From an optimization exercise on the open Yosys and OpenROAD flow, aimed at small area; shortcuts taken in it are not production practice.
The RTL was checked by simulation tests, not by an equivalence proof against the original design.

==> design.v <==
`default_nettype none
package fft_peak_detect_pkg;
  localparam int FPD_DATA_W = 16;
  localparam int FPD_IDX_W  = 10;
  typedef enum logic [1:0] {
    ST_IDLE   = 2'd0,
    ST_ACCUM  = 2'd1,
    ST_DRAIN  = 2'd2,
    ST_REPORT = 2'd3
  } fpd_state_e;
endpackage
`default_nettype wire
`default_nettype none
module fft_mag2_pipe
#(
  parameter int DATA_W = fft_peak_detect_pkg::FPD_DATA_W
) (
  input  logic [DATA_W-1:0]     in_re,
  input  logic [DATA_W-1:0]     in_im,
  output logic [2*DATA_W-1:0]   out_pow
);
  wire [15:0] a = in_re;
  wire [15:0] b = in_im;
  wire w0 = a[0] & a[1];
  wire w1 = a[0] & a[2];
  wire w2 = a[0] & a[3];
  wire w3 = a[0] & a[4];
  wire w4 = a[0] & a[5];
  wire w5 = a[0] & a[6];
  wire w6 = a[0] & a[7];
  wire w7 = a[0] & a[8];
  wire w8 = a[0] & a[9];
  wire w9 = a[0] & a[10];
  wire w10 = a[0] & a[11];
  wire w11 = a[0] & a[12];
  wire w12 = a[0] & a[13];
  wire w13 = a[0] & a[14];
  wire w14 = ~(a[15] & a[0]);
  wire w15 = a[1] & a[2];
  wire w16 = a[1] & a[3];
  wire w17 = a[1] & a[4];
  wire w18 = a[1] & a[5];
  wire w19 = a[1] & a[6];
  wire w20 = a[1] & a[7];
  wire w21 = a[1] & a[8];
  wire w22 = a[1] & a[9];
  wire w23 = a[1] & a[10];
  wire w24 = a[1] & a[11];
  wire w25 = a[1] & a[12];
  wire w26 = a[1] & a[13];
  wire w27 = a[1] & a[14];
  wire w28 = ~(a[15] & a[1]);
  wire w29 = a[2] & a[3];
  wire w30 = a[2] & a[4];
  wire w31 = a[2] & a[5];
  wire w32 = a[2] & a[6];
  wire w33 = a[2] & a[7];
  wire w34 = a[2] & a[8];
  wire w35 = a[2] & a[9];
  wire w36 = a[2] & a[10];
  wire w37 = a[2] & a[11];
  wire w38 = a[2] & a[12];
  wire w39 = a[2] & a[13];
  wire w40 = a[2] & a[14];
  wire w41 = ~(a[15] & a[2]);
  wire w42 = a[3] & a[4];
  wire w43 = a[3] & a[5];
  wire w44 = a[3] & a[6];
  wire w45 = a[3] & a[7];
  wire w46 = a[3] & a[8];
  wire w47 = a[3] & a[9];
  wire w48 = a[3] & a[10];
  wire w49 = a[3] & a[11];
  wire w50 = a[3] & a[12];
  wire w51 = a[3] & a[13];
  wire w52 = a[3] & a[14];
  wire w53 = ~(a[15] & a[3]);
  wire w54 = a[4] & a[5];
  wire w55 = a[4] & a[6];
  wire w56 = a[4] & a[7];
  wire w57 = a[4] & a[8];
  wire w58 = a[4] & a[9];
  wire w59 = a[4] & a[10];
  wire w60 = a[4] & a[11];
  wire w61 = a[4] & a[12];
  wire w62 = a[4] & a[13];
  wire w63 = a[4] & a[14];
  wire w64 = ~(a[15] & a[4]);
  wire w65 = a[5] & a[6];
  wire w66 = a[5] & a[7];
  wire w67 = a[5] & a[8];
  wire w68 = a[5] & a[9];
  wire w69 = a[5] & a[10];
  wire w70 = a[5] & a[11];
  wire w71 = a[5] & a[12];
  wire w72 = a[5] & a[13];
  wire w73 = a[5] & a[14];
  wire w74 = ~(a[15] & a[5]);
  wire w75 = a[6] & a[7];
  wire w76 = a[6] & a[8];
  wire w77 = a[6] & a[9];
  wire w78 = a[6] & a[10];
  wire w79 = a[6] & a[11];
  wire w80 = a[6] & a[12];
  wire w81 = a[6] & a[13];
  wire w82 = a[6] & a[14];
  wire w83 = ~(a[15] & a[6]);
  wire w84 = a[7] & a[8];
  wire w85 = a[7] & a[9];
  wire w86 = a[7] & a[10];
  wire w87 = a[7] & a[11];
  wire w88 = a[7] & a[12];
  wire w89 = a[7] & a[13];
  wire w90 = a[7] & a[14];
  wire w91 = ~(a[15] & a[7]);
  wire w92 = a[8] & a[9];
  wire w93 = a[8] & a[10];
  wire w94 = a[8] & a[11];
  wire w95 = a[8] & a[12];
  wire w96 = a[8] & a[13];
  wire w97 = a[8] & a[14];
  wire w98 = ~(a[15] & a[8]);
  wire w99 = a[9] & a[10];
  wire w100 = a[9] & a[11];
  wire w101 = a[9] & a[12];
  wire w102 = a[9] & a[13];
  wire w103 = a[9] & a[14];
  wire w104 = ~(a[15] & a[9]);
  wire w105 = a[10] & a[11];
  wire w106 = a[10] & a[12];
  wire w107 = a[10] & a[13];
  wire w108 = a[10] & a[14];
  wire w109 = ~(a[15] & a[10]);
  wire w110 = a[11] & a[12];
  wire w111 = a[11] & a[13];
  wire w112 = a[11] & a[14];
  wire w113 = ~(a[15] & a[11]);
  wire w114 = a[12] & a[13];
  wire w115 = a[12] & a[14];
  wire w116 = ~(a[15] & a[12]);
  wire w117 = a[13] & a[14];
  wire w118 = ~(a[15] & a[13]);
  wire w119 = ~(a[15] & a[14]);
  wire w120 = b[0] & b[1];
  wire w121 = b[0] & b[2];
  wire w122 = b[0] & b[3];
  wire w123 = b[0] & b[4];
  wire w124 = b[0] & b[5];
  wire w125 = b[0] & b[6];
  wire w126 = b[0] & b[7];
  wire w127 = b[0] & b[8];
  wire w128 = b[0] & b[9];
  wire w129 = b[0] & b[10];
  wire w130 = b[0] & b[11];
  wire w131 = b[0] & b[12];
  wire w132 = b[0] & b[13];
  wire w133 = b[0] & b[14];
  wire w134 = ~(b[15] & b[0]);
  wire w135 = b[1] & b[2];
  wire w136 = b[1] & b[3];
  wire w137 = b[1] & b[4];
  wire w138 = b[1] & b[5];
  wire w139 = b[1] & b[6];
  wire w140 = b[1] & b[7];
  wire w141 = b[1] & b[8];
  wire w142 = b[1] & b[9];
  wire w143 = b[1] & b[10];
  wire w144 = b[1] & b[11];
  wire w145 = b[1] & b[12];
  wire w146 = b[1] & b[13];
  wire w147 = b[1] & b[14];
  wire w148 = ~(b[15] & b[1]);
  wire w149 = b[2] & b[3];
  wire w150 = b[2] & b[4];
  wire w151 = b[2] & b[5];
  wire w152 = b[2] & b[6];
  wire w153 = b[2] & b[7];
  wire w154 = b[2] & b[8];
  wire w155 = b[2] & b[9];
  wire w156 = b[2] & b[10];
  wire w157 = b[2] & b[11];
  wire w158 = b[2] & b[12];
  wire w159 = b[2] & b[13];
  wire w160 = b[2] & b[14];
  wire w161 = ~(b[15] & b[2]);
  wire w162 = b[3] & b[4];
  wire w163 = b[3] & b[5];
  wire w164 = b[3] & b[6];
  wire w165 = b[3] & b[7];
  wire w166 = b[3] & b[8];
  wire w167 = b[3] & b[9];
  wire w168 = b[3] & b[10];
  wire w169 = b[3] & b[11];
  wire w170 = b[3] & b[12];
  wire w171 = b[3] & b[13];
  wire w172 = b[3] & b[14];
  wire w173 = ~(b[15] & b[3]);
  wire w174 = b[4] & b[5];
  wire w175 = b[4] & b[6];
  wire w176 = b[4] & b[7];
  wire w177 = b[4] & b[8];
  wire w178 = b[4] & b[9];
  wire w179 = b[4] & b[10];
  wire w180 = b[4] & b[11];
  wire w181 = b[4] & b[12];
  wire w182 = b[4] & b[13];
  wire w183 = b[4] & b[14];
  wire w184 = ~(b[15] & b[4]);
  wire w185 = b[5] & b[6];
  wire w186 = b[5] & b[7];
  wire w187 = b[5] & b[8];
  wire w188 = b[5] & b[9];
  wire w189 = b[5] & b[10];
  wire w190 = b[5] & b[11];
  wire w191 = b[5] & b[12];
  wire w192 = b[5] & b[13];
  wire w193 = b[5] & b[14];
  wire w194 = ~(b[15] & b[5]);
  wire w195 = b[6] & b[7];
  wire w196 = b[6] & b[8];
  wire w197 = b[6] & b[9];
  wire w198 = b[6] & b[10];
  wire w199 = b[6] & b[11];
  wire w200 = b[6] & b[12];
  wire w201 = b[6] & b[13];
  wire w202 = b[6] & b[14];
  wire w203 = ~(b[15] & b[6]);
  wire w204 = b[7] & b[8];
  wire w205 = b[7] & b[9];
  wire w206 = b[7] & b[10];
  wire w207 = b[7] & b[11];
  wire w208 = b[7] & b[12];
  wire w209 = b[7] & b[13];
  wire w210 = b[7] & b[14];
  wire w211 = ~(b[15] & b[7]);
  wire w212 = b[8] & b[9];
  wire w213 = b[8] & b[10];
  wire w214 = b[8] & b[11];
  wire w215 = b[8] & b[12];
  wire w216 = b[8] & b[13];
  wire w217 = b[8] & b[14];
  wire w218 = ~(b[15] & b[8]);
  wire w219 = b[9] & b[10];
  wire w220 = b[9] & b[11];
  wire w221 = b[9] & b[12];
  wire w222 = b[9] & b[13];
  wire w223 = b[9] & b[14];
  wire w224 = ~(b[15] & b[9]);
  wire w225 = b[10] & b[11];
  wire w226 = b[10] & b[12];
  wire w227 = b[10] & b[13];
  wire w228 = b[10] & b[14];
  wire w229 = ~(b[15] & b[10]);
  wire w230 = b[11] & b[12];
  wire w231 = b[11] & b[13];
  wire w232 = b[11] & b[14];
  wire w233 = ~(b[15] & b[11]);
  wire w234 = b[12] & b[13];
  wire w235 = b[12] & b[14];
  wire w236 = ~(b[15] & b[12]);
  wire w237 = b[13] & b[14];
  wire w238 = ~(b[15] & b[13]);
  wire w239 = ~(b[15] & b[14]);
  wire w240 = w10 ^ w23;
  wire w241 = w10 & w23;
  wire w242, w243;
  assign {w243, w242} = w12 + w25 + w37;
  wire w244 = w48 ^ w58;
  wire w245 = w48 & w58;
  wire w246, w247;
  assign {w247, w246} = w13 + w26 + w38;
  wire w248 = w49 ^ w59;
  wire w249 = w49 & w59;
  wire w250, w251;
  assign {w251, w250} = w14 + w27 + w39;
  wire w252, w253;
  assign {w253, w252} = w50 + w60 + w69;
  wire w254, w255;
  assign {w255, w254} = w77 + w84 + a[8];
  wire w256 = w134 ^ w147;
  wire w257 = w134 & w147;
  wire w258, w259;
  assign {w259, w258} = w28 + w40 + w51;
  wire w260, w261;
  assign {w261, w260} = w61 + w70 + w78;
  wire w262, w263;
  assign {w263, w262} = w85 + w148 + w160;
  wire w264, w265;
  assign {w265, w264} = w41 + w52 + w62;
  wire w266, w267;
  assign {w267, w266} = w71 + w79 + w86;
  wire w268, w269;
  assign {w269, w268} = w92 + a[9] + w161;
  wire w270, w271;
  assign {w271, w270} = w53 + w63 + w72;
  wire w272, w273;
  assign {w273, w272} = w64 + w73 + w81;
  wire w274 = w6 ^ w19;
  wire w275 = w6 & w19;
  wire w276, w277;
  assign {w277, w276} = w8 + w21 + w33;
  wire w278 = w44 ^ w54;
  wire w279 = w44 & w54;
  wire w280, w281;
  assign {w281, w280} = w9 + w22 + w34;
  wire w282 = w45 ^ w55;
  wire w283 = w45 & w55;
  wire w284, w285;
  assign {w285, w284} = w35 + w46 + w56;
  wire w286, w287;
  assign {w287, w286} = w65 + a[6] + w130;
  wire w288, w289;
  assign {w289, w288} = w143 + w155 + w166;
  wire w290, w291;
  assign {w291, w290} = w11 + w24 + w36;
  wire w292, w293;
  assign {w293, w292} = w47 + w57 + w66;
  wire w294, w295;
  assign {w295, w294} = w131 + w144 + w156;
  wire w296 = w167 ^ w177;
  wire w297 = w167 & w177;
  wire w298, w299;
  assign {w299, w298} = w67 + w75 + a[7];
  wire w300, w301;
  assign {w301, w300} = w132 + w145 + w157;
  wire w302, w303;
  assign {w303, w302} = w168 + w178 + w187;
  wire w304, w305;
  assign {w305, w304} = w195 + b[7] + w242;
  wire w306, w307;
  assign {w307, w306} = w68 + w76 + w133;
  wire w308, w309;
  assign {w309, w308} = w146 + w158 + w169;
  wire w310, w311;
  assign {w311, w310} = w179 + w188 + w196;
  wire w312, w313;
  assign {w313, w312} = w246 + w248 + w243;
  wire w314, w315;
  assign {w315, w314} = w159 + w170 + w180;
  wire w316, w317;
  assign {w317, w316} = w189 + w197 + w204;
  wire w318, w319;
  assign {w319, w318} = b[8] + w250 + w252;
  wire w320, w321;
  assign {w321, w320} = w254 + w256 + w247;
  wire w322, w323;
  assign {w323, w322} = w171 + w181 + w190;
  wire w324, w325;
  assign {w325, w324} = w198 + w205 + 1'b1;
  wire w326, w327;
  assign {w327, w326} = w258 + w260 + w262;
  wire w328, w329;
  assign {w329, w328} = w251 + w253 + w255;
  wire w330, w331;
  assign {w331, w330} = w172 + w182 + w191;
  wire w332, w333;
  assign {w333, w332} = w199 + w206 + w212;
  wire w334, w335;
  assign {w335, w334} = b[9] + w264 + w266;
  wire w336, w337;
  assign {w337, w336} = w268 + w259 + w261;
  wire w338, w339;
  assign {w339, w338} = w80 + w87 + w93;
  wire w340, w341;
  assign {w341, w340} = w173 + w183 + w192;
  wire w342, w343;
  assign {w343, w342} = w200 + w207 + w213;
  wire w344, w345;
  assign {w345, w344} = w270 + w265 + w267;
  wire w346, w347;
  assign {w347, w346} = w88 + w94 + w99;
  wire w348, w349;
  assign {w349, w348} = a[10] + w184 + w193;
  wire w350, w351;
  assign {w351, w350} = w201 + w208 + w214;
  wire w352, w353;
  assign {w353, w352} = w219 + b[10] + w272;
  wire w354, w355;
  assign {w355, w354} = w74 + w82 + w89;
  wire w356, w357;
  assign {w357, w356} = w95 + w100 + w194;
  wire w358, w359;
  assign {w359, w358} = w202 + w209 + w215;
  wire w360, w361;
  assign {w361, w360} = w83 + w90 + w96;
  wire w362, w363;
  assign {w363, w362} = w101 + w105 + a[11];
  wire w364, w365;
  assign {w365, w364} = w203 + w210 + w216;
  wire w366, w367;
  assign {w367, w366} = w91 + w97 + w102;
  wire w368, w369;
  assign {w369, w368} = w98 + w103 + w107;
  wire w370, w371;
  assign {w371, w370} = w4 + w17 + w29;
  wire w372 = w5 ^ w18;
  wire w373 = w5 & w18;
  wire w374, w375;
  assign {w375, w374} = w31 + w42 + a[4];
  wire w376, w377;
  assign {w377, w376} = w126 + w139 + w151;
  wire w378, w379;
  assign {w379, w378} = w7 + w20 + w32;
  wire w380, w381;
  assign {w381, w380} = w43 + w127 + w140;
  wire w382 = w152 ^ w163;
  wire w383 = w152 & w163;
  wire w384, w385;
  assign {w385, w384} = a[5] + w128 + w141;
  wire w386, w387;
  assign {w387, w386} = w153 + w164 + w174;
  wire w388, w389;
  assign {w389, w388} = b[5] + w276 + w278;
  wire w390, w391;
  assign {w391, w390} = w129 + w142 + w154;
  wire w392, w393;
  assign {w393, w392} = w165 + w175 + w280;
  wire w394, w395;
  assign {w395, w394} = w282 + w277 + w279;
  wire w396, w397;
  assign {w397, w396} = w176 + w185 + b[6];
  wire w398, w399;
  assign {w399, w398} = w240 + w284 + w286;
  wire w400, w401;
  assign {w401, w400} = w288 + w281 + w283;
  wire w402, w403;
  assign {w403, w402} = w186 + w241 + w290;
  wire w404, w405;
  assign {w405, w404} = w292 + w294 + w296;
  wire w406, w407;
  assign {w407, w406} = w285 + w287 + w289;
  wire w408, w409;
  assign {w409, w408} = w244 + w298 + w300;
  wire w410, w411;
  assign {w411, w410} = w302 + w304 + w291;
  wire w412, w413;
  assign {w413, w412} = w293 + w295 + w297;
  wire w414, w415;
  assign {w415, w414} = w245 + w306 + w308;
  wire w416, w417;
  assign {w417, w416} = w310 + w312 + w299;
  wire w418, w419;
  assign {w419, w418} = w301 + w303 + w305;
  wire w420, w421;
  assign {w421, w420} = w249 + w314 + w316;
  wire w422, w423;
  assign {w423, w422} = w318 + w320 + w307;
  wire w424, w425;
  assign {w425, w424} = w309 + w311 + w313;
  wire w426, w427;
  assign {w427, w426} = w257 + w322 + w324;
  wire w428, w429;
  assign {w429, w428} = w326 + w328 + w315;
  wire w430, w431;
  assign {w431, w430} = w317 + w319 + w321;
  wire w432, w433;
  assign {w433, w432} = w263 + w330 + w332;
  wire w434, w435;
  assign {w435, w434} = w334 + w336 + w323;
  wire w436, w437;
  assign {w437, w436} = w325 + w327 + w329;
  wire w438, w439;
  assign {w439, w438} = w269 + w338 + w340;
  wire w440, w441;
  assign {w441, w440} = w342 + w344 + w331;
  wire w442, w443;
  assign {w443, w442} = w333 + w335 + w337;
  wire w444, w445;
  assign {w445, w444} = w271 + w346 + w348;
  wire w446, w447;
  assign {w447, w446} = w350 + w352 + w339;
  wire w448, w449;
  assign {w449, w448} = w341 + w343 + w345;
  wire w450, w451;
  assign {w451, w450} = w220 + w273 + w354;
  wire w452, w453;
  assign {w453, w452} = w356 + w358 + w347;
  wire w454, w455;
  assign {w455, w454} = w349 + w351 + w353;
  wire w456, w457;
  assign {w457, w456} = w221 + w225 + b[11];
  wire w458, w459;
  assign {w459, w458} = w360 + w362 + w364;
  wire w460, w461;
  assign {w461, w460} = w355 + w357 + w359;
  wire w462, w463;
  assign {w463, w462} = w106 + w211 + w217;
  wire w464, w465;
  assign {w465, w464} = w222 + w226 + w366;
  wire w466, w467;
  assign {w467, w466} = w361 + w363 + w365;
  wire w468, w469;
  assign {w469, w468} = w110 + a[12] + w218;
  wire w470, w471;
  assign {w471, w470} = w223 + w227 + w230;
  wire w472, w473;
  assign {w473, w472} = b[12] + w368 + w367;
  wire w474, w475;
  assign {w475, w474} = w104 + w108 + w111;
  wire w476, w477;
  assign {w477, w476} = w224 + w228 + w231;
  wire w478, w479;
  assign {w479, w478} = w109 + w112 + w114;
  wire w480, w481;
  assign {w481, w480} = a[13] + w229 + w232;
  wire w482, w483;
  assign {w483, w482} = w2 + w15 + a[2];
  wire w484 = w3 ^ w16;
  wire w485 = w3 & w16;
  wire w486, w487;
  assign {w487, w486} = a[3] + w124 + w137;
  wire w488 = w149 ^ b[3];
  wire w489 = w149 & b[3];
  wire w490, w491;
  assign {w491, w490} = w30 + w125 + w138;
  wire w492, w493;
  assign {w493, w492} = w150 + w372 + w371;
  wire w494, w495;
  assign {w495, w494} = w162 + b[4] + w274;
  wire w496, w497;
  assign {w497, w496} = w374 + w376 + w373;
  wire w498, w499;
  assign {w499, w498} = w275 + w378 + w380;
  wire w500, w501;
  assign {w501, w500} = w382 + w375 + w377;
  wire w502, w503;
  assign {w503, w502} = w384 + w386 + w388;
  wire w504, w505;
  assign {w505, w504} = w379 + w381 + w383;
  wire w506, w507;
  assign {w507, w506} = w390 + w392 + w394;
  wire w508, w509;
  assign {w509, w508} = w385 + w387 + w389;
  wire w510, w511;
  assign {w511, w510} = w396 + w398 + w400;
  wire w512, w513;
  assign {w513, w512} = w391 + w393 + w395;
  wire w514, w515;
  assign {w515, w514} = w402 + w404 + w406;
  wire w516, w517;
  assign {w517, w516} = w397 + w399 + w401;
  wire w518, w519;
  assign {w519, w518} = w408 + w410 + w412;
  wire w520, w521;
  assign {w521, w520} = w403 + w405 + w407;
  wire w522, w523;
  assign {w523, w522} = w414 + w416 + w418;
  wire w524, w525;
  assign {w525, w524} = w409 + w411 + w413;
  wire w526, w527;
  assign {w527, w526} = w420 + w422 + w424;
  wire w528, w529;
  assign {w529, w528} = w415 + w417 + w419;
  wire w530, w531;
  assign {w531, w530} = w426 + w428 + w430;
  wire w532, w533;
  assign {w533, w532} = w421 + w423 + w425;
  wire w534, w535;
  assign {w535, w534} = w432 + w434 + w436;
  wire w536, w537;
  assign {w537, w536} = w427 + w429 + w431;
  wire w538, w539;
  assign {w539, w538} = w438 + w440 + w442;
  wire w540, w541;
  assign {w541, w540} = w433 + w435 + w437;
  wire w542, w543;
  assign {w543, w542} = w444 + w446 + w448;
  wire w544, w545;
  assign {w545, w544} = w439 + w441 + w443;
  wire w546, w547;
  assign {w547, w546} = w450 + w452 + w454;
  wire w548, w549;
  assign {w549, w548} = w445 + w447 + w449;
  wire w550, w551;
  assign {w551, w550} = w456 + w458 + w460;
  wire w552, w553;
  assign {w553, w552} = w451 + w453 + w455;
  wire w554, w555;
  assign {w555, w554} = w462 + w464 + w466;
  wire w556, w557;
  assign {w557, w556} = w457 + w459 + w461;
  wire w558, w559;
  assign {w559, w558} = w468 + w470 + w472;
  wire w560, w561;
  assign {w561, w560} = w463 + w465 + w467;
  wire w562, w563;
  assign {w563, w562} = w369 + w474 + w476;
  wire w564, w565;
  assign {w565, w564} = w469 + w471 + w473;
  wire w566, w567;
  assign {w567, w566} = w234 + b[13] + w478;
  wire w568, w569;
  assign {w569, w568} = w480 + w475 + w477;
  wire w570, w571;
  assign {w571, w570} = w113 + w115 + w233;
  wire w572, w573;
  assign {w573, w572} = w235 + w479 + w481;
  wire w574, w575;
  assign {w575, w574} = w116 + w117 + a[14];
  wire w576, w577;
  assign {w577, w576} = w236 + w237 + b[14];
  wire w578 = w0 ^ a[1];
  wire w579 = w0 & a[1];
  wire w580 = w122 ^ w135;
  wire w581 = w122 & w135;
  wire w582, w583;
  assign {w583, w582} = w123 + w136 + w484;
  wire w584, w585;
  assign {w585, w584} = w370 + w486 + w488;
  wire w586, w587;
  assign {w587, w586} = w490 + w492 + w487;
  wire w588, w589;
  assign {w589, w588} = w494 + w496 + w491;
  wire w590, w591;
  assign {w591, w590} = w498 + w500 + w495;
  wire w592, w593;
  assign {w593, w592} = w502 + w504 + w499;
  wire w594, w595;
  assign {w595, w594} = w506 + w508 + w503;
  wire w596, w597;
  assign {w597, w596} = w510 + w512 + w507;
  wire w598, w599;
  assign {w599, w598} = w514 + w516 + w511;
  wire w600, w601;
  assign {w601, w600} = w518 + w520 + w515;
  wire w602, w603;
  assign {w603, w602} = w522 + w524 + w519;
  wire w604, w605;
  assign {w605, w604} = w526 + w528 + w523;
  wire w606, w607;
  assign {w607, w606} = w530 + w532 + w527;
  wire w608, w609;
  assign {w609, w608} = w534 + w536 + w531;
  wire w610, w611;
  assign {w611, w610} = w538 + w540 + w535;
  wire w612, w613;
  assign {w613, w612} = w542 + w544 + w539;
  wire w614, w615;
  assign {w615, w614} = w546 + w548 + w543;
  wire w616, w617;
  assign {w617, w616} = w550 + w552 + w547;
  wire w618, w619;
  assign {w619, w618} = w554 + w556 + w551;
  wire w620, w621;
  assign {w621, w620} = w558 + w560 + w555;
  wire w622, w623;
  assign {w623, w622} = w562 + w564 + w559;
  wire w624, w625;
  assign {w625, w624} = w566 + w568 + w563;
  wire w626, w627;
  assign {w627, w626} = w570 + w572 + w567;
  wire w628, w629;
  assign {w629, w628} = w574 + w576 + w571;
  wire w630, w631;
  assign {w631, w630} = w118 + w238 + w575;
  wire w632, w633;
  assign {w633, w632} = w119 + a[15] + w239;
  wire w634 = w120 ^ b[1];
  wire w635 = w120 & b[1];
  wire w636, w637;
  assign {w637, w636} = w1 + w121 + w579;
  wire w638, w639;
  assign {w639, w638} = b[2] + w482 + w580;
  wire w640, w641;
  assign {w641, w640} = w483 + w582 + w581;
  wire w642, w643;
  assign {w643, w642} = w485 + w584 + w583;
  wire w644, w645;
  assign {w645, w644} = w489 + w586 + w585;
  wire w646, w647;
  assign {w647, w646} = w493 + w588 + w587;
  wire w648, w649;
  assign {w649, w648} = w497 + w590 + w589;
  wire w650, w651;
  assign {w651, w650} = w501 + w592 + w591;
  wire w652, w653;
  assign {w653, w652} = w505 + w594 + w593;
  wire w654, w655;
  assign {w655, w654} = w509 + w596 + w595;
  wire w656, w657;
  assign {w657, w656} = w513 + w598 + w597;
  wire w658, w659;
  assign {w659, w658} = w517 + w600 + w599;
  wire w660, w661;
  assign {w661, w660} = w521 + w602 + w601;
  wire w662, w663;
  assign {w663, w662} = w525 + w604 + w603;
  wire w664, w665;
  assign {w665, w664} = w529 + w606 + w605;
  wire w666, w667;
  assign {w667, w666} = w533 + w608 + w607;
  wire w668, w669;
  assign {w669, w668} = w537 + w610 + w609;
  wire w670, w671;
  assign {w671, w670} = w541 + w612 + w611;
  wire w672, w673;
  assign {w673, w672} = w545 + w614 + w613;
  wire w674, w675;
  assign {w675, w674} = w549 + w616 + w615;
  wire w676, w677;
  assign {w677, w676} = w553 + w618 + w617;
  wire w678, w679;
  assign {w679, w678} = w557 + w620 + w619;
  wire w680, w681;
  assign {w681, w680} = w561 + w622 + w621;
  wire w682, w683;
  assign {w683, w682} = w565 + w624 + w623;
  wire w684, w685;
  assign {w685, w684} = w569 + w626 + w625;
  wire w686, w687;
  assign {w687, w686} = w573 + w628 + w627;
  wire w688, w689;
  assign {w689, w688} = w577 + w630 + w629;
  wire w690, w691;
  assign {w691, w690} = b[15] + w632 + w631;
  wire [31:0] ra = {w633, w690, w688, w686, w684, w682, w680, w678, w676, w674, w672, w670, w668, w666, w664, w662, w660, w658, w656, w654, w652, w650, w648, w646, w644, w642, w640, w638, w636, w578, 1'b0, a[0]};
  wire [31:0] rb = {w691, w689, w687, w685, w683, w681, w679, w677, w675, w673, w671, w669, w667, w665, w663, w661, w659, w657, w655, w653, w651, w649, w647, w645, w643, w641, w639, w637, w635, w634, 1'b0, b[0]};
  wire w692 = ra[0] ^ rb[0];
  wire w693 = ra[0] & rb[0];
  wire w694, w695;
  assign {w695, w694} = ra[1] + rb[1] + w693;
  wire w696, w697;
  assign {w697, w696} = ra[2] + rb[2] + w695;
  wire w698, w699;
  assign {w699, w698} = ra[3] + rb[3] + w697;
  wire w700, w701;
  assign {w701, w700} = ra[4] + rb[4] + w699;
  wire w702, w703;
  assign {w703, w702} = ra[5] + rb[5] + w701;
  wire w704, w705;
  assign {w705, w704} = ra[6] + rb[6] + w703;
  wire w706, w707;
  assign {w707, w706} = ra[7] + rb[7] + w705;
  wire w708 = ra[8] & rb[8];
  wire w709 = ra[9] & rb[9];
  wire w710 = ra[10] & rb[10];
  wire w711 = ra[11] & rb[11];
  wire w712 = ra[12] & rb[12];
  wire w713 = ra[13] & rb[13];
  wire w714 = ra[14] & rb[14];
  wire w715 = ra[15] & rb[15];
  wire w716 = ra[16] & rb[16];
  wire w717 = ra[17] & rb[17];
  wire w718 = ra[18] & rb[18];
  wire w719 = ra[19] & rb[19];
  wire w720 = ra[20] & rb[20];
  wire w721 = ra[21] & rb[21];
  wire w722 = ra[22] & rb[22];
  wire w723 = ra[23] & rb[23];
  wire w724 = ra[24] & rb[24];
  wire w725 = ra[25] & rb[25];
  wire w726 = ra[26] & rb[26];
  wire w727 = ra[27] & rb[27];
  wire w728 = ra[28] & rb[28];
  wire w729 = ra[29] & rb[29];
  wire w730 = ra[30] & rb[30];
  wire w731 = ra[31] & rb[31];
  wire w732 = ra[8] ^ rb[8];
  wire w733 = ra[9] ^ rb[9];
  wire w734 = ra[10] ^ rb[10];
  wire w735 = ra[11] ^ rb[11];
  wire w736 = ra[12] ^ rb[12];
  wire w737 = ra[13] ^ rb[13];
  wire w738 = ra[14] ^ rb[14];
  wire w739 = ra[15] ^ rb[15];
  wire w740 = ra[16] ^ rb[16];
  wire w741 = ra[17] ^ rb[17];
  wire w742 = ra[18] ^ rb[18];
  wire w743 = ra[19] ^ rb[19];
  wire w744 = ra[20] ^ rb[20];
  wire w745 = ra[21] ^ rb[21];
  wire w746 = ra[22] ^ rb[22];
  wire w747 = ra[23] ^ rb[23];
  wire w748 = ra[24] ^ rb[24];
  wire w749 = ra[25] ^ rb[25];
  wire w750 = ra[26] ^ rb[26];
  wire w751 = ra[27] ^ rb[27];
  wire w752 = ra[28] ^ rb[28];
  wire w753 = ra[29] ^ rb[29];
  wire w754 = ra[30] ^ rb[30];
  wire w755 = ra[31] ^ rb[31];
  wire w756 = w708 | (w732 & w707);
  wire w757 = w709 | (w733 & w756);
  wire w758 = w733 & w732;
  wire w759 = w711 | (w735 & w710);
  wire w760 = w735 & w734;
  wire w761 = w713 | (w737 & w712);
  wire w762 = w737 & w736;
  wire w763 = w715 | (w739 & w714);
  wire w764 = w739 & w738;
  wire w765 = w717 | (w741 & w716);
  wire w766 = w741 & w740;
  wire w767 = w719 | (w743 & w718);
  wire w768 = w743 & w742;
  wire w769 = w721 | (w745 & w720);
  wire w770 = w745 & w744;
  wire w771 = w723 | (w747 & w722);
  wire w772 = w747 & w746;
  wire w773 = w725 | (w749 & w724);
  wire w774 = w749 & w748;
  wire w775 = w727 | (w751 & w726);
  wire w776 = w751 & w750;
  wire w777 = w729 | (w753 & w728);
  wire w778 = w753 & w752;
  wire w779 = w731 | (w755 & w730);
  wire w780 = w755 & w754;
  wire w781 = w759 | (w760 & w757);
  wire w782 = w760 & w758;
  wire w783 = w763 | (w764 & w761);
  wire w784 = w764 & w762;
  wire w785 = w767 | (w768 & w765);
  wire w786 = w768 & w766;
  wire w787 = w771 | (w772 & w769);
  wire w788 = w772 & w770;
  wire w789 = w775 | (w776 & w773);
  wire w790 = w776 & w774;
  wire w791 = w779 | (w780 & w777);
  wire w792 = w780 & w778;
  wire w793 = w783 | (w784 & w781);
  wire w794 = w784 & w782;
  wire w795 = w787 | (w788 & w785);
  wire w796 = w788 & w786;
  wire w797 = w791 | (w792 & w789);
  wire w798 = w792 & w790;
  wire w799 = w795 | (w796 & w793);
  wire w800 = w796 & w794;
  wire w801 = w797 | (w798 & w799);
  wire w802 = w798 & w800;
  wire w803 = w785 | (w786 & w793);
  wire w804 = w786 & w794;
  wire w805 = w789 | (w790 & w799);
  wire w806 = w790 & w800;
  wire w807 = w761 | (w762 & w781);
  wire w808 = w762 & w782;
  wire w809 = w765 | (w766 & w793);
  wire w810 = w766 & w794;
  wire w811 = w769 | (w770 & w803);
  wire w812 = w770 & w804;
  wire w813 = w773 | (w774 & w799);
  wire w814 = w774 & w800;
  wire w815 = w777 | (w778 & w805);
  wire w816 = w778 & w806;
  wire w817 = w710 | (w734 & w757);
  wire w818 = w734 & w758;
  wire w819 = w712 | (w736 & w781);
  wire w820 = w736 & w782;
  wire w821 = w714 | (w738 & w807);
  wire w822 = w738 & w808;
  wire w823 = w716 | (w740 & w793);
  wire w824 = w740 & w794;
  wire w825 = w718 | (w742 & w809);
  wire w826 = w742 & w810;
  wire w827 = w720 | (w744 & w803);
  wire w828 = w744 & w804;
  wire w829 = w722 | (w746 & w811);
  wire w830 = w746 & w812;
  wire w831 = w724 | (w748 & w799);
  wire w832 = w748 & w800;
  wire w833 = w726 | (w750 & w813);
  wire w834 = w750 & w814;
  wire w835 = w728 | (w752 & w805);
  wire w836 = w752 & w806;
  wire w837 = w730 | (w754 & w815);
  wire w838 = w754 & w816;
  wire w839 = w732 ^ w707;
  wire w840 = w733 ^ w756;
  wire w841 = w734 ^ w757;
  wire w842 = w735 ^ w817;
  wire w843 = w736 ^ w781;
  wire w844 = w737 ^ w819;
  wire w845 = w738 ^ w807;
  wire w846 = w739 ^ w821;
  wire w847 = w740 ^ w793;
  wire w848 = w741 ^ w823;
  wire w849 = w742 ^ w809;
  wire w850 = w743 ^ w825;
  wire w851 = w744 ^ w803;
  wire w852 = w745 ^ w827;
  wire w853 = w746 ^ w811;
  wire w854 = w747 ^ w829;
  wire w855 = w748 ^ w799;
  wire w856 = w749 ^ w831;
  wire w857 = w750 ^ w813;
  wire w858 = w751 ^ w833;
  wire w859 = w752 ^ w805;
  wire w860 = w753 ^ w835;
  wire w861 = w754 ^ w815;
  wire w862 = w755 ^ w837;
  assign out_pow = {w862, w861, w860, w859, w858, w857, w856, w855, w854, w853, w852, w851, w850, w849, w848, w847, w846, w845, w844, w843, w842, w841, w840, w839, w706, w704, w702, w700, w698, w696, w694, w692};
endmodule
`default_nettype wire
`default_nettype none
module fft_peak_detect
#(
  parameter int DATA_W = fft_peak_detect_pkg::FPD_DATA_W,
  parameter int FFT_N  = 1024,
  parameter int IDX_W  = fft_peak_detect_pkg::FPD_IDX_W
) (
  input  logic                sys_clk,
  input  logic                sys_rst,
  input  logic [DATA_W-1:0]   s_re,
  input  logic [DATA_W-1:0]   s_im,
  input  logic                s_valid,
  input  logic                s_last,
  output logic                s_ready,
  output logic [IDX_W-1:0]    peak_idx,
  output logic [2*DATA_W-1:0] peak_pow,
  output logic                peak_valid,
  output logic                frame_err,
  output logic                busy
);
  localparam int PW = 2 * DATA_W;
  logic             en_q, post_q, bad_q;
  logic [IDX_W-1:0] cnt_q, run_idx_q, peak_idx_q;
  logic [PW-1:0]    run_pow_q, peak_pow_q;
  logic             w_accept, w_at_end, w_last, w_elig, w_first, w_hit, w_load;
  logic [PW-1:0]    w_pow;
  logic             w_gt;
  assign w_accept = s_valid & s_ready;
  assign w_at_end = &cnt_q;
  assign w_last   = w_accept & (s_last | w_at_end);
  assign w_elig   = ~cnt_q[IDX_W-1] & (|cnt_q);
  assign w_first  = (cnt_q == IDX_W'(1));
  fft_mag2_pipe #(.DATA_W(DATA_W)) u_mag2 (
    .in_re   (s_re),
    .in_im   (s_im),
    .out_pow (w_pow)
  );
  fft_peak_cmp #(.W(PW)) u_cmp (.a(w_pow), .b(run_pow_q), .gt(w_gt), .lt());
  assign w_hit  = w_accept & w_elig & (w_first | w_gt);
  assign w_load = post_q & (cnt_q == IDX_W'(FFT_N - 2)) & ~bad_q;
  always_ff @(posedge sys_clk) begin
    if (w_hit) begin
      run_pow_q <= w_pow;
      run_idx_q <= w_first ? IDX_W'(|{s_re, s_im}) : cnt_q;
    end
    if (!post_q) bad_q <= ~(s_last & w_at_end);
  end
  always_ff @(posedge sys_clk or negedge sys_rst) begin
    if (!sys_rst) begin
      en_q       <= 1'b0;
      post_q     <= 1'b0;
      cnt_q      <= '0;
      peak_idx_q <= '0;
      peak_pow_q <= '0;
    end else begin
      en_q <= 1'b1;
      if (w_last) begin
        post_q <= 1'b1;
        cnt_q  <= IDX_W'(FFT_N - 4);
      end else if (post_q | w_accept) begin
        cnt_q <= cnt_q + IDX_W'(1);
        if (w_at_end) post_q <= 1'b0;
      end
      if (w_load) begin
        peak_idx_q <= run_idx_q;
        peak_pow_q <= run_pow_q;
      end
    end
  end
  assign s_ready    = en_q & ~post_q;
  assign busy       = post_q | (|cnt_q);
  assign peak_valid = post_q & w_at_end & ~bad_q;
  assign frame_err  = post_q & w_at_end & bad_q;
  assign peak_idx   = peak_idx_q;
  assign peak_pow   = peak_pow_q;
endmodule
module fft_peak_cmp
#(
  parameter int W = 32
) (
  input  logic [W-1:0] a,
  input  logic [W-1:0] b,
  output logic         gt,
  output logic         lt
);
  if (W == 1) begin : g_leaf
    assign gt = a[0] & ~b[0];
    assign lt = b[0] & ~a[0];
  end else begin : g_node
    localparam int H = W / 2;
    logic gt_hi, lt_hi, gt_lo, lt_lo;
    fft_peak_cmp #(.W(W - H)) u_hi (.a(a[W-1:H]), .b(b[W-1:H]), .gt(gt_hi), .lt(lt_hi));
    fft_peak_cmp #(.W(H))     u_lo (.a(a[H-1:0]), .b(b[H-1:0]), .gt(gt_lo), .lt(lt_lo));
    assign gt = gt_hi | (~lt_hi & gt_lo);
    assign lt = lt_hi | (~gt_hi & lt_lo);
  end
endmodule
`default_nettype wire
==> flow/run.sh <==
#!/bin/bash
# Standard synthesis, then a netlist clean-up (flow/faflip.py: full adders
# flipped to cancel inverters, single-load inverters folded into their
# driver), then the standard layout from floorplan on, with plain buf_1
# port buffers.
set -euo pipefail
RES=orfs/results/sky130hd/fft_peak_detect/base
bash standard.sh synth > synth.log 2>&1
cp $RES/1_2_yosys.v yosys_std.v
python3 flow/faflip.py yosys_std.v $RES/1_2_yosys.v > faflip.log 2>&1
rm -f $RES/1_synth.odb
export PRE_GLOBAL_PLACE_TCL="$PWD/flow/ports.tcl"
export CTS_ARGS="-sink_clustering_enable -repair_clock_nets -buf_list sky130_fd_sc_hd__clkbuf_8 -dont_use_dummy_load"
bash standard.sh > layout.log 2>&1
==> flow/faflip.py <==
#!/usr/bin/env python3
"""Netlist clean-up after synthesis: flips full adders (FA is self-dual,
FA(~a,~b,~c) = ~FA(a,b,c)) to cancel inverters around them, then folds
single-load inverters into the gate that drives them.

usage: faflip.py IN.v OUT.v
"""
import re, sys

PRE = 'sky130_fd_sc_hd__'
src = open(sys.argv[1]).read()

m = re.search(r'^module\s+(\w+)\s*\((.*?)\);', src, re.S | re.M)
ports = set(p.strip() for p in m.group(2).split(','))
inst_re = re.compile(r'^(\s*)(' + PRE + r'\w+)\s+(\S+)\s*\((.*?)\);\n', re.S | re.M)
pin_re = re.compile(r'\.(\w+)\(([^()]*)\)')

cells = {}   # name -> [type, {pin: net}]
order = []
first = None
for mm in inst_re.finditer(src):
    if first is None:
        first = mm.start()
    t, n, body = mm.group(2), mm.group(3), mm.group(4)
    pins = {p: v.strip() for p, v in pin_re.findall(body)}
    cells[n] = [t[len(PRE):], pins]
    order.append(n)
last = list(inst_re.finditer(src))[-1].end()
head, tail = src[:first], src[last:]
assert 'assign' not in tail and 'assign' not in head, 'assign statements not handled'

OUT = {'X', 'Y', 'Q', 'Q_N', 'SUM', 'COUT', 'HI', 'LO'}


def is_port_net(net):
    return net.split('[')[0].strip() in ports


def build():
    drv, loads = {}, {}
    for n, (t, pins) in cells.items():
        for p, v in pins.items():
            if p in OUT:
                drv[v] = (n, p)
            else:
                loads.setdefault(v, []).append((n, p))
    return drv, loads


cnt = [0]
newnets = []


def newnet():
    cnt[0] += 1
    nn = '_ff%d_' % cnt[0]
    newnets.append(nn)
    return nn


def new_inv(a, y):
    cnt[0] += 1
    nm = '_ffi%d_' % cnt[0]
    cells[nm] = ['inv_1', {'A': a, 'Y': y}]
    return nm


def is_inv(n):
    return n in cells and cells[n][0] in ('inv_1', 'clkinv_1')


def cleanup():
    """Remove inverters without loads, and bypass inverter pairs."""
    changed = True
    while changed:
        changed = False
        drv, loads = build()
        for n in list(cells):
            if n not in cells or not is_inv(n):
                continue
            y = cells[n][1]['Y']
            if not loads.get(y) and not is_port_net(y):
                del cells[n]
                changed = True
                continue
            a = cells[n][1]['A']
            d = drv.get(a)
            # inv -> inv: loads of the second may use the first's input.
            if d and is_inv(d[0]) and not is_port_net(y):
                orig = cells[d[0]][1]['A']
                for (ln, lp) in loads.get(y, []):
                    cells[ln][1][lp] = orig
                del cells[n]
                changed = True
                drv, loads = build()


def ninv():
    return sum(1 for n in cells if is_inv(n))


COMP = {'and2_1': 'nand2_1', 'nand2_1': 'and2_1', 'or2_1': 'nor2_1', 'nor2_1': 'or2_1',
        'xor2_1': 'xnor2_1', 'xnor2_1': 'xor2_1', 'and3_1': 'nand3_1', 'nand3_1': 'and3_1',
        'or3_1': 'nor3_1', 'nor3_1': 'or3_1', 'and4_1': 'nand4_1', 'nand4_1': 'and4_1',
        'or4_1': 'nor4_1', 'nor4_1': 'or4_1', 'inv_1': None}


def outpin(t):
    return 'X' if t.startswith(('and', 'or', 'xor', 'buf', 'clkbuf')) else 'Y'


def flip(f):
    drv, loads = build()
    t, pins = cells[f]
    for p in ('A', 'B', 'CIN'):
        v = pins[p]
        d = drv.get(v)
        if d and is_inv(d[0]):
            pins[p] = cells[d[0]][1]['A']
        elif (d and COMP.get(cells[d[0]][0]) and len(loads.get(v, [])) == 1
              and not is_port_net(v)):
            g = cells[d[0]]
            del g[1][outpin(g[0])]
            g[0] = COMP[g[0]]
            g[1][outpin(g[0])] = v
        else:
            # reuse an inverter of this net if there is one
            inv = [ln for (ln, lp) in loads.get(v, []) if is_inv(ln)]
            if inv:
                pins[p] = cells[inv[0]][1]['Y']
            else:
                nn = newnet()
                new_inv(v, nn)
                pins[p] = nn
    for p in ('SUM', 'COUT'):
        o = pins[p]
        on = newnet()
        pins[p] = on
        rest = []
        for (ln, lp) in loads.get(o, []):
            if is_inv(ln) and not is_port_net(cells[ln][1]['Y']):
                y = cells[ln][1]['Y']
                _, l2 = drv, loads
                for (mn, mp) in loads.get(y, []):
                    cells[mn][1][mp] = on
                del cells[ln]
            else:
                rest.append((ln, lp))
        if rest or is_port_net(o):
            new_inv(on, o)


import copy, random


def ha_fix():
    """HA(~x, ~y) = (x ^ y, ~(x | y)): xor2 + nor2, the same area, two inverters gone."""
    n_fixed = 0
    drv, loads = build()
    for n in list(cells):
        if n not in cells or cells[n][0] != 'ha_1':
            continue
        pins = cells[n][1]
        da, db = drv.get(pins['A']), drv.get(pins['B'])
        if not (da and db and is_inv(da[0]) and is_inv(db[0])):
            continue
        x, y = cells[da[0]][1]['A'], cells[db[0]][1]['A']
        del cells[n]
        cnt[0] += 1
        if 'SUM' in pins:
            cells['_ffx%d_' % cnt[0]] = ['xor2_1', {'A': x, 'B': y, 'X': pins['SUM']}]
        if 'COUT' in pins:
            cells['_ffn%d_' % cnt[0]] = ['nor2_1', {'A': x, 'B': y, 'Y': pins['COUT']}]
        n_fixed += 1
        drv, loads = build()
    cleanup()
    return n_fixed


AREA = {}
_cur = None
for _line in open('/OpenROAD-flow-scripts/flow/platforms/sky130hd/lib/sky130_fd_sc_hd__tt_025C_1v80.lib'):
    _m = re.match(r'\s*cell\s*\(\s*"?(\w+)"?\s*\)', _line)
    if _m:
        _cur = _m.group(1)
    _m = re.match(r'\s*area\s*:\s*([\d.]+)', _line)
    if _m and _cur:
        AREA[_cur[len(PRE):]] = float(_m.group(1))
        _cur = None


def cost():
    return sum(AREA[t] for t, _ in cells.values()) - 3.75 * free_invs()


def free_invs():
    """Inverters, not counting those that only feed half adders whose both
    inputs are inverted (ha_fix removes them)."""
    drv, loads = build()
    k = 0
    for n in cells:
        if not is_inv(n):
            continue
        ls = loads.get(cells[n][1]['Y'], [])
        free = bool(ls) and not is_port_net(cells[n][1]['Y'])
        for (ln, lp) in ls:
            if cells[ln][0] != 'ha_1':
                free = False
                break
            other = cells[ln][1]['B' if lp == 'A' else 'A']
            d = drv.get(other)
            if not (d and is_inv(d[0])):
                free = False
                break
        if free:
            k += 1
    return k


# Drop synthesis buffers between cells (placement repairs what needs it).
nbuf = 0
drv, loads = build()
for n in list(cells):
    t, pins = cells[n]
    if not (t.startswith('buf_') or t.startswith('clkbuf_')):
        continue
    a, x = pins['A'], pins['X']
    if is_port_net(x):
        continue
    for (ln, lp) in loads.get(x, []):
        cells[ln][1][lp] = a
    del cells[n]
    nbuf += 1
    drv, loads = build()
print('buffers removed:', nbuf, file=sys.stderr)
cleanup()
base = cost()
print('inverters at start:', ninv(), 'area', base, file=sys.stderr)
random.seed(1)
fas = [n for n in cells if cells[n][0] == 'fa_1']


def components():
    """Two-colour the full adders: an inverter between two adders asks for
    different colours. Returns [(members, colour)] per connected group."""
    drv, loads = build()
    adj = {f: [] for f in fas}
    for f in fas:
        for p in ('A', 'B', 'CIN'):
            v = cells[f][1][p]
            k = 0
            d = drv.get(v)
            while d and is_inv(d[0]):
                k += 1
                d = drv.get(cells[d[0]][1]['A'])
            if d and cells[d[0]][0] == 'fa_1':
                adj[f].append((d[0], k & 1))
                adj[d[0]].append((f, k & 1))
    col, comps = {}, []
    for f in fas:
        if f in col:
            continue
        col[f] = 0
        q, mem = [f], [f]
        while q:
            u = q.pop()
            for (w, par) in adj[u]:
                if w not in col:
                    col[w] = col[u] ^ par
                    q.append(w)
                    mem.append(w)
        comps.append(mem)
    return comps, col


comps, col = components()
print('adder groups:', len(comps), [len(c) for c in comps][:10], file=sys.stderr)
for mem in comps:
    results = []
    for want in (0, 1):
        save = copy.deepcopy(cells)
        for f in mem:
            if col[f] == want:
                flip(f)
                cleanup()
        results.append((cost(), want))
        cells.clear()
        cells.update(save)
    k, want = min(results)
    if k < base:
        for f in mem:
            if col[f] == want:
                flip(f)
                cleanup()
        base = cost()
print('after colouring:', ninv(), base, file=sys.stderr)
best = copy.deepcopy(cells)
best_k = base
for rnd in range(6):
    random.shuffle(fas)
    for f in fas:
        save = copy.deepcopy(cells)
        flip(f)
        cleanup()
        k = cost()
        # accept ties in the first rounds to leave local minima
        if k < base or (k == base and rnd < 3):
            base = k
        else:
            cells.clear()
            cells.update(save)
        if base < best_k:
            best_k = base
            best = copy.deepcopy(cells)
    print('round', rnd, 'inverters', ninv(), 'area', base, file=sys.stderr)
cells.clear()
cells.update(best)
print('inverters after flips:', ninv(), file=sys.stderr)
print('half adders on two inverted inputs rebuilt:', ha_fix(), 'inverters', ninv(), file=sys.stderr)

drv, loads = build()
for n in list(cells):
    t, pins = cells[n]
    if t != 'ha_1':
        continue
    if not loads.get(pins.get('SUM')) and not is_port_net(pins.get('SUM', '')):
        cells[n] = ['and2_1', {'A': pins['A'], 'B': pins['B'], 'X': pins['COUT']}]
    elif not loads.get(pins.get('COUT')) and not is_port_net(pins.get('COUT', '')):
        cells[n] = ['xor2_1', {'A': pins['A'], 'B': pins['B'], 'X': pins['SUM']}]

# Half adders whose outputs only feed inverters: split into gates of the
# inverted polarity (xnor2 / nand2) and drop the inverters.
n_hs = 0
for n in list(cells):
    if n not in cells or cells[n][0] != 'ha_1':
        continue
    drv, loads = build()
    pins = cells[n][1]
    def inv_only(net):
        ls = loads.get(net, [])
        return bool(ls) and not is_port_net(net) and all(is_inv(l) for l, _ in ls)
    so, co = pins.get('SUM'), pins.get('COUT')
    inv_s = so is not None and inv_only(so)
    inv_c = co is not None and inv_only(co)
    if not (inv_s or inv_c):
        continue
    save = copy.deepcopy(cells)
    base = cost()
    a, b = pins['A'], pins['B']
    del cells[n]
    cnt[0] += 1
    for (o, inv, pos, neg, op, on) in ((so, inv_s, 'xor2_1', 'xnor2_1', 'X', 'Y'),
                                        (co, inv_c, 'and2_1', 'nand2_1', 'X', 'Y')):
        if o is None:
            continue
        if inv:
            nn = newnet()
            for (l, _) in loads.get(o, []):
                y = cells[l][1]['Y']
                for (m, mp) in loads.get(y, []):
                    cells[m][1][mp] = nn
                del cells[l]
            cells['_ffh%d_%s' % (cnt[0], neg)] = [neg, {'A': a, 'B': b, on: nn}]
        else:
            cells['_ffh%d_%s' % (cnt[0], pos)] = [pos, {'A': a, 'B': b, op: o}]
    cleanup()
    if cost() < base - 0.01:
        n_hs += 1
    else:
        cells.clear()
        cells.update(save)
print('half adders split into inverted gates:', n_hs, 'inverters', ninv(), file=sys.stderr)

# De Morgan: two-input gates whose inputs come from inverters.
DM2 = {'and2_1': 'nor2_1', 'or2_1': 'nand2_1', 'nand2_1': 'or2_1', 'nor2_1': 'and2_1',
       'xor2_1': 'xor2_1', 'xnor2_1': 'xnor2_1'}
DM1 = {'xor2_1': 'xnor2_1', 'xnor2_1': 'xor2_1'}
n_dm = 0
base = cost()
for n in list(cells):
    if n not in cells or cells[n][0] not in DM2:
        continue
    drv, loads = build()
    t, pins = cells[n]
    ia = drv.get(pins['A'])
    ib = drv.get(pins['B'])
    ia = ia if ia and is_inv(ia[0]) else None
    ib = ib if ib and is_inv(ib[0]) else None
    if ia and ib:
        newt = DM2[t]
    elif (ia or ib) and t in DM1:
        newt = DM1[t]
    else:
        continue
    save = copy.deepcopy(cells)
    out = pins[outpin(t)]
    del pins[outpin(t)]
    if ia:
        pins['A'] = cells[ia[0]][1]['A']
    if ib:
        pins['B'] = cells[ib[0]][1]['A']
    cells[n][0] = newt
    pins[outpin(newt)] = out
    cleanup()
    k = cost()
    if k < base - 0.01:
        base = k
        n_dm += 1
    else:
        cells.clear()
        cells.update(save)
print('gates rewritten on inverted inputs:', n_dm, 'inverters', ninv(), file=sys.stderr)

# mux2 (11.3 um2) -> a22o (8.8 um2) with one shared inverter per select net.
n_mx = 0
drv, loads = build()
sel_inv = {}
for n in list(cells):
    t, pins = cells[n]
    if t not in ('mux2_1', 'mux2_2'):
        continue
    sl = pins['S']
    if sl not in sel_inv:
        inv = [ln for (ln, lp) in loads.get(sl, []) if is_inv(ln)]
        if inv:
            sel_inv[sl] = cells[inv[0]][1]['Y']
        else:
            nn = newnet()
            new_inv(sl, nn)
            sel_inv[sl] = nn
    cells[n] = ['a22o_1', {'A1': sl, 'A2': pins['A1'], 'B1': sel_inv[sl], 'B2': pins['A0'], 'X': pins['X']}]
    n_mx += 1
print('mux2 rebuilt as a22o:', n_mx, file=sys.stderr)

# Fold a single-load inverter into the simple gate that drives it.
folded = 0
drv, loads = build()
for n in list(cells):
    if n not in cells or not is_inv(n):
        continue
    a = cells[n][1]['A']
    d = drv.get(a)
    if not d or d[0] not in cells or is_port_net(a) or len(loads.get(a, [])) != 1:
        continue
    g = cells[d[0]]
    if g[0] not in COMP or COMP[g[0]] is None:
        continue
    outp = 'Y' if 'Y' in g[1] else 'X'
    newt = COMP[g[0]]
    newout = 'Y' if newt.startswith('n') or newt.startswith('xn') else 'X'
    if newt.startswith('xnor'):
        newout = 'Y'
    if newt.startswith('xor'):
        newout = 'X'
    y = cells[n][1]['Y']
    del g[1][outp]
    g[1][newout] = y
    g[0] = newt
    del cells[n]
    folded += 1
    drv, loads = build()
print('folded into gates:', folded, 'inverters left:', ninv(), file=sys.stderr)

# Write out.
used = set()
for t, pins in cells.values():
    used.update(pins.values())
decl = ''.join('  wire %s;\n' % w for w in newnets if w in used)
body = []
for n in order + [k for k in cells if k not in order]:
    if n not in cells:
        continue
    t, pins = cells[n]
    body.append('  %s%s %s (\n%s\n  );\n' % (PRE, t, n, ',\n'.join('    .%s(%s%s)' % (p, v, ' ' if v.startswith('\\') else '') for p, v in pins.items())))
open(sys.argv[2], 'w').write(head.rstrip(' ') + decl + ''.join(body) + tail)
==> flow/ports.tcl <==
# Port buffers: inputs get sky130_fd_sc_hd__buf_4 (they fan out to many gates),
# outputs the smallest plain buffer.
rename buffer_ports my_orig_buffer_ports
proc buffer_ports {args} {
  my_orig_buffer_ports -inputs -buffer_cell sky130_fd_sc_hd__buf_4
  my_orig_buffer_ports -outputs -buffer_cell sky130_fd_sc_hd__buf_1
}
==> standard.sh <==
#!/bin/bash
# synth_recipe.tcl (not shown) runs the flow's synth.tcl, then flattens the netlist and writes it again
# the make line also repeats each setting of config.mk as NAME=value (left out here)
make -C /OpenROAD-flow-scripts/flow DESIGN_CONFIG=/design/flow/config.mk WORK_HOME=/design/flow/orfs CLKGATE_MAP_FILE= SYNTH_SCRIPT=/design/flow/synth_recipe.tcl "${@:-finish}"
==> config.mk <==
export PLATFORM = sky130hd
export DESIGN_NAME = fft_peak_detect
export DESIGN_NICKNAME = fft_peak_detect
export VERILOG_FILES = /design/flow/design.v
export SDC_FILE = /design/flow/constraint.sdc
export NUM_CORES = 4
export LEC_CHECK = 0
export CAP_MARGIN = 0
export CORE_MARGIN = 2
export CORE_UTILIZATION = 80
export CTS_BUF_LIST = sky130_fd_sc_hd__clkbuf_8
export GPL_TIMING_DRIVEN = 0
export SLEW_MARGIN = 0
==> constraint.sdc <==
create_clock -name core_clock -period 10.0 [get_ports {sys_clk}]
set_input_delay 2.0000 -clock core_clock [delete_from_list [all_inputs] [get_ports {sys_clk}]]
set_output_delay 2.0000 -clock core_clock [all_outputs]
set_load 0.01 [all_outputs]
==> metrics.yaml, run 1 <==
outcome: "finished clean"
via_count: 8228
die_h_um: 119.6
end_kind: "flip-flop"
tightest_slew_ns: 1.159
row_count: 42
reg2reg_from: "cnt_q[4]"
hold_path_class: "flip-flop to flip-flop"
drtPass1Iterations: 5
skew_ns: 0.03439
worst-path-buf-inv: 3
grt_overflow: 0
cap_violations: 0
core_area_mm2: 0.01314
drt_iter0_markers: 1142
cp.arrival_ns: 9.71
htree_levels: 3
routed-wl-met2_um: 13420
period_minus_slack_ns: 9.658
cts-hold-fix-buffers: 0
fin_nets: 1339
clk_latency_ns: 0.37
antenna_cells: 0
die_area_mm2: 0.01430
gp_congestion: 0.8990
drive_above_1_share_pct: 5.976
fin_crit_sh_pct: 96.58
finalMaxSlewViolations: 0
syn-instance-count: 975
dr.max_layer_used: "met4"
wl_met3_um: 3280
io_pins: 82
ant_nets: 0
cpMostUsedCell: "fa_1"
required_ns: 10.05
area_delta_synth_final_pct: 8.650
wl_met1_um: 9092
startpoint_type: "input port"
crit_start: "s_im[0]"
final_cells: 1247
io_buffers: 81
finalWirelength_um: 26880
place_inst: 1236
cts_tree: "done"
syn-num-nets: 1241
grt_max_degree: 55
netlist_area_mm2: 0.01069
fill_cells: 617
post-dp-hpwl_um: 20050
max_stage_delay_ns: 0.48
fmax_mhz: 103.5
critical_path.max_fanout: 18
viasPerCell: 6.598
worstHoldStart: "run_idx_q[0]"
slew_headroom_pct: 22.63
critical_path_class: "input port to flip-flop"
grt_pass1_vias: 9101
syn-mean-instance-area_um2: 10.96
crit_family: "adder cells"
regToRegSetupSlack_ns: 6.94
cts_sinks: 97
hold_ws_ns: 0.4686
finalSetupViolCount: 0
cts-buffers-inserted: 9
finalHoldViolations: 0
yosysWarnings: 1
die_w_um: 119.6
final_util_pct: 88.40
route.detailed.drc: 0
clockBufferDepth: 2
grt_pass1_wl_um: 44110
post_drt_wl_per_cell_um: 21.56
path_clk_slew_ns: 0.08
grtUsageTotal_pct: 40.37
antenna_found_initial: 0
cpMaxStageDelayCell: "fa_1"
root_buffer: "clkbuf_8"
initial_core_util_pct: 81.36
## per-stage QoR
step	worst slack, ns	cell area [um^2]	TNS, ns
after floorplan	0.09670	10700	0
after global placement	-1.182	11360	-49.63
after detailed placement	-0.5072	11430	-19.31
after CTS	0.09655	11580	0
after global routing	-0.002429	11610	-0.004855
final	0.3416	11610	0
## sequential cells by signal, summed over array words and instances (netlist names)
register    flops
run_idx_q      10
bad_q           1
cnt_q          10
en_q            1
peak_idx_q     10
post_q          1
run_pow_q      32
peak_pow_q     32
## final timing paths
kind / endpoint / cells past startpoint
max: run_pow_q[17] / 26
min: peak_idx_q[0] / 1
max reg2reg: peak_pow_q[19] / 7
min reg2reg: peak_idx_q[0] / 1
max in group asynchronous: peak_pow_q[18] / 1
min in group asynchronous: peak_pow_q[10] / 1
## timing repair
item | in CTS | in global routing
setup endpoints to repair | 32 | 42
pin swaps | 1 | 2
setup buffers | 2 | 0
resized for setup | 0 | 8
## routing by layer
layer,up-vias,track usage (%)
li1,3376,-
met1,4077,51.74
met4,0,16.40
met5,-,0
met2,645,67.61
met3,130,9.458
## final cells by class
class / instances / area [um^2] / share of cell area, %
Timing Repair Buffer: 87 / 550.5 / 4.740
Multi-Input combinational cell: 809 / 7818 / 67.31
Tap cell: 176 / 220.2 / 1.896
Inverter: 69 / 259.0 / 2.230
Sequential cell: 97 / 2643 / 22.75
Clock buffer: 9 / 123.9 / 1.067
## cell usage in the layout (no fill, tap or decap), types with 3 or more instances in the layout
cell and n:
nand2_1 246, fa_1 228, inv_1 69, and2_1 54, dfrtp_1 54, buf_1 46, edfxtp_1 43, a22o_1 36
nor2_1 35, buf_4 32, xor2_1 31, o21ai_0 26, a21oi_1 22, xnor2_1 20, maj3_1 11, nand3_1 10
nor4_1 9, clkbuf_8 9, nor2b_1 8, nand2b_1 7, nor3_1 5, nand4_1 5, a21o_1 4, maj3_2 4
o221ai_1 4, buf_6 4, o21a_1 3, a2111oi_0 3, o211ai_1 3, buf_8 3
==> run 2, diff against run 1 <==
--- a/design.v
+++ b/design.v
@@ -911,7 +911,8 @@
 );
   localparam int PW = 2 * DATA_W;
   logic             en_q, post_q, bad_q;
-  logic [IDX_W-1:0] cnt_q, run_idx_q, peak_idx_q;
+  logic [IDX_W-1:0] cnt_q;
+  logic [IDX_W-2:0] run_idx_q, peak_idx_q;
   logic [PW-1:0]    run_pow_q, peak_pow_q;
   logic             w_accept, w_at_end, w_last, w_elig, w_first, w_hit, w_load;
   logic [PW-1:0]    w_pow;
@@ -932,7 +933,7 @@
   always_ff @(posedge sys_clk) begin
     if (w_hit) begin
       run_pow_q <= w_pow;
-      run_idx_q <= w_first ? IDX_W'(|{s_re, s_im}) : cnt_q;
+      run_idx_q <= w_first ? (IDX_W-1)'(|{s_re, s_im}) : cnt_q[IDX_W-2:0];
     end
     if (!post_q) bad_q <= ~(s_last & w_at_end);
   end
@@ -962,7 +963,7 @@
   assign busy       = post_q | (|cnt_q);
   assign peak_valid = post_q & w_at_end & ~bad_q;
   assign frame_err  = post_q & w_at_end & bad_q;
-  assign peak_idx   = peak_idx_q;
+  assign peak_idx   = {1'b0, peak_idx_q};
   assign peak_pow   = peak_pow_q;
 endmodule
 module fft_peak_cmp
--- a/flow/run.sh
+++ b/flow/run.sh
@@ -1,8 +1,4 @@
 #!/bin/bash
-# Standard synthesis, then a netlist clean-up (flow/faflip.py: full adders
-# flipped to cancel inverters, single-load inverters folded into their
-# driver), then the standard layout from floorplan on, with plain buf_1
-# port buffers.
 set -euo pipefail
 RES=orfs/results/sky130hd/fft_peak_detect/base
 bash standard.sh synth > synth.log 2>&1
--- a/flow/faflip.py
+++ b/flow/faflip.py
@@ -1,7 +1,12 @@
 #!/usr/bin/env python3
-"""Netlist clean-up after synthesis: flips full adders (FA is self-dual,
-FA(~a,~b,~c) = ~FA(a,b,c)) to cancel inverters around them, then folds
-single-load inverters into the gate that drives them.
+"""Netlist clean-up after synthesis; registers are left as they are.
+  - synthesis buffers between cells are dropped;
+  - full adders are flipped (FA is self-dual, FA(~a,~b,~c) = ~FA(a,b,c))
+    so that inverters around them cancel, choosing the flips by cell area;
+  - half adders whose inputs or outputs are inverted become xor/nor or
+    xnor/nand gates, two-input gates absorb inverted inputs (De Morgan);
+  - mux2 cells become a22o with one shared select inverter;
+  - single-load inverters fold into the gate that drives them.
 
 usage: faflip.py IN.v OUT.v
 """
==> flow/ports.tcl (replaced) <==
# Port buffers: every input gets a sky130_fd_sc_hd__buf_2 (they fan out to many gates),
# outputs the smallest plain buffer.
rename buffer_ports my_orig_buffer_ports
proc buffer_ports {args} {
  my_orig_buffer_ports -inputs -buffer_cell sky130_fd_sc_hd__buf_2
  my_orig_buffer_ports -outputs -buffer_cell sky130_fd_sc_hd__buf_1
}
==> metrics.yaml, run 2 <==
outcome: "finished clean"
finalSetupViolCount: 0  # unchanged
reg.largest.list: "peak_pow_q: 32 flops, run_pow_q: 32 flops, cnt_q: 10 flops"
die_h_um: 119.4  # -0.16%
antenna_cells: 0  # unchanged
syn-instance-count: 962  # -1.3%
core_area_mm2: 0.01314  # unchanged
rr_endpoint: "peak_pow_q[19]"
regArea_mm2: 0.002587  # -2.1%
die_area_mm2: 0.01426  # -0.32%
cpMostUsedCell: "fa_1"
r2r_cells: 7  # unchanged
postLayoutSetupSlackWorst_ns: 0.3347  # -0.006838 ns
worst-path-buf-inv: 2  # -1
skew_ns: 0.03247  # -0.001921 ns
ant_nets: 0  # unchanged
cp.arrival_ns: 9.71  # about the same
pre_cts_ws_ns: -0.3997  # +0.1075 ns
yosysWarnings: 1  # unchanged
clk_latency_ns: 0.37  # about the same
endpoint: "run_pow_q[2]"
finalHoldViolations: 0  # unchanged
io_buffers: 80  # -1.2%
syn-num-nets: 1228  # -1.0%
tightest_slew_ns: 1.159  # +0.0002746 ns
regToRegSetupSlack_ns: 7.02  # +0.08 ns
drive_above_1_share_pct: 6.333  # +0.36 points
clockBufferDepth: 2  # unchanged
syn-mean-instance-area_um2: 11.07  # +1.0%
critical_path.max_fanout: 28  # +10
period_minus_slack_ns: 9.665  # +0.006838 ns
io_pins: 82  # unchanged
fin_nets: 1326  # -0.97%
cts_tree: "done"
fill_cells: 659  # +6.8%
critical_path_class: "input port to flip-flop"
hold_path_class: "flip-flop to flip-flop"
via_count: 8033  # -2.4%
crit_start: "s_re[2]"
viasPerCell: 6.510  # -1.3%
grt_max_degree: 54  # -1.8%
drtPass1Iterations: 5  # unchanged
initial_core_util_pct: 81.10  # -0.27 points
required_ns: 10.04  # about the same
end_kind: "flip-flop"
route.detailed.drc: 0  # unchanged
antenna_found_initial: 0  # unchanged
area_delta_synth_final_pct: 7.375
row_count: 42  # unchanged
grtUsageTotal_pct: 38.90  # -1.5 points
final_common_cell: "nand2_1"
startpoint_type: "input port"
fin_crit_sh_pct: 96.65  # about the same
post-dp-hpwl_um: 18670  # -6.9%
max_stage_delay_ns: 0.52  # +0.04 ns
finalWirelength_um: 25860  # -3.8%
die_w_um: 119.4  # -0.16%
grt_pass1_wl_um: 42060  # -4.7%
setup_tns_ns: 0  # unchanged
multi_input_area_mm2: 0.007809  # -0.11%
cpMaxStageDelayCell: "fa_1"
root_buffer: "clkbuf_8"
cap_violations: 0  # unchanged
cp.depth: 26  # unchanged
drt_iter0_markers: 804  # -30%
post_drt_wl_per_cell_um: 20.95  # -2.8%
cts_sinks: 95  # -2.1%
netlist_area_mm2: 0.01065  # -0.33%
htree_levels: 3  # unchanged
crit_family: "adder cells"
cts-buffers-inserted: 9  # unchanged
grt_pass1_vias: 8483  # -6.8%
finalMaxSlewViolations: 0  # unchanged
fmax_mhz: 103.5  # about the same
slew_headroom_pct: 22.70  # +0.067 points
gp_congestion: 0.9410  # +4.7%
path_clk_slew_ns: 0.08  # about the same
grt_overflow: 0  # unchanged
reg2reg_from: "cnt_q[6]"
final_cell_mix: "nand2_1 (236), fa_1 (228), inv_1 (70)"
-- run 2: metrics by stage --
stage	cell area, um^2	utilization [%]	std cells	hold slack, ns
2_1_floorplan	10660	-	962	0.4559
3_3_place_gp	11220	85.42	1218	0.4600
3_5_place_dp	11250	85.64	1219	0.4691
4_1_cts	11370	86.58	1228	0.4846
5_1_grt	11440	87.08	1234	0.4907
6_report	11440	87.08	1234	0.4838
-- run 2: worst min path at each step --
stage | start | end | slack, ns | cells past startpoint
after global placement | run_idx_q[1] | peak_idx_q[1] | 0.46 | 1
after floorplan | run_idx_q[0] | peak_idx_q[0] | 0.46 | 1
after CTS | run_idx_q[2] | peak_idx_q[2] | 0.48 | 1
after global routing | run_idx_q[2] | peak_idx_q[2] | 0.49 | 1
after detailed placement | run_idx_q[2] | peak_idx_q[2] | 0.47 | 1
final | run_idx_q[2] | peak_idx_q[2] | 0.48 | 1
-- run 2: timing repair --
item / in CTS / in global routing
setup endpoints to repair: 28 / 41
resized for setup: 1 / 0
hold buffers: 0 / 0
setup buffers: 0 / 5
pin swaps: 0 / 1
-- run 2: layout make-up --
class / count / area share (%)
tap: 176 / 1.925
inverter: 70 / 2.297
buffer: 1 / 0.06562
timing repair buffer: 87 / 3.752
multi-input combinational: 796 / 68.26
clock buffer: 9 / 1.083
sequential: 95 / 22.62
-- run 2: metal layers --
layer / GRT usage [%] / share of wire, % / vias up / wire, um
li1: - / - / 3344 / -
met1: 52.65 / 36 / 4021 / 9340
met2: 62.43 / 49 / 574 / 12750
met3: 10.39 / 12 / 94 / 2978
met4: 13.68 / 3.1 / 0 / 790
met5: 0 / 0 / - / 0

[static timing again, ports no longer ideal]
Ports are ideal in the flow. The routed layouts listed here were re-timed in OpenROAD. Step 1, drivers: a clkbuf_16 drives sys_clk and a buf_2 each remaining input, both assumed. Step 2 moves the port delays by t, midway between the first and last clock arrival at a register: inputs arrive t later, outputs are due t later. That takes back most of the time a late clock gives input paths. Slacks: ideal ports / drivers / drivers and shift; pairs: ideal ports / drivers.
run | shift t [ns] | slack for setup (ns) | slew at the worst register clock pin (ns) | worst data-port slew with drivers (ns)
run 1 | 0.392 | 0.342 / 0.346 / -0.046 | 0.10 / 0.10 | 0.05
run 2 | 0.390 | 0.335 / 0.347 / -0.042 | 0.09 / 0.09 | 0.04
Met with ideal ports but missed after step 2: setup timing in run 1 and run 2. For run 1, which loses most, drivers alone change the setup slack by +0.004 ns; drivers and shift together by -0.388 ns.
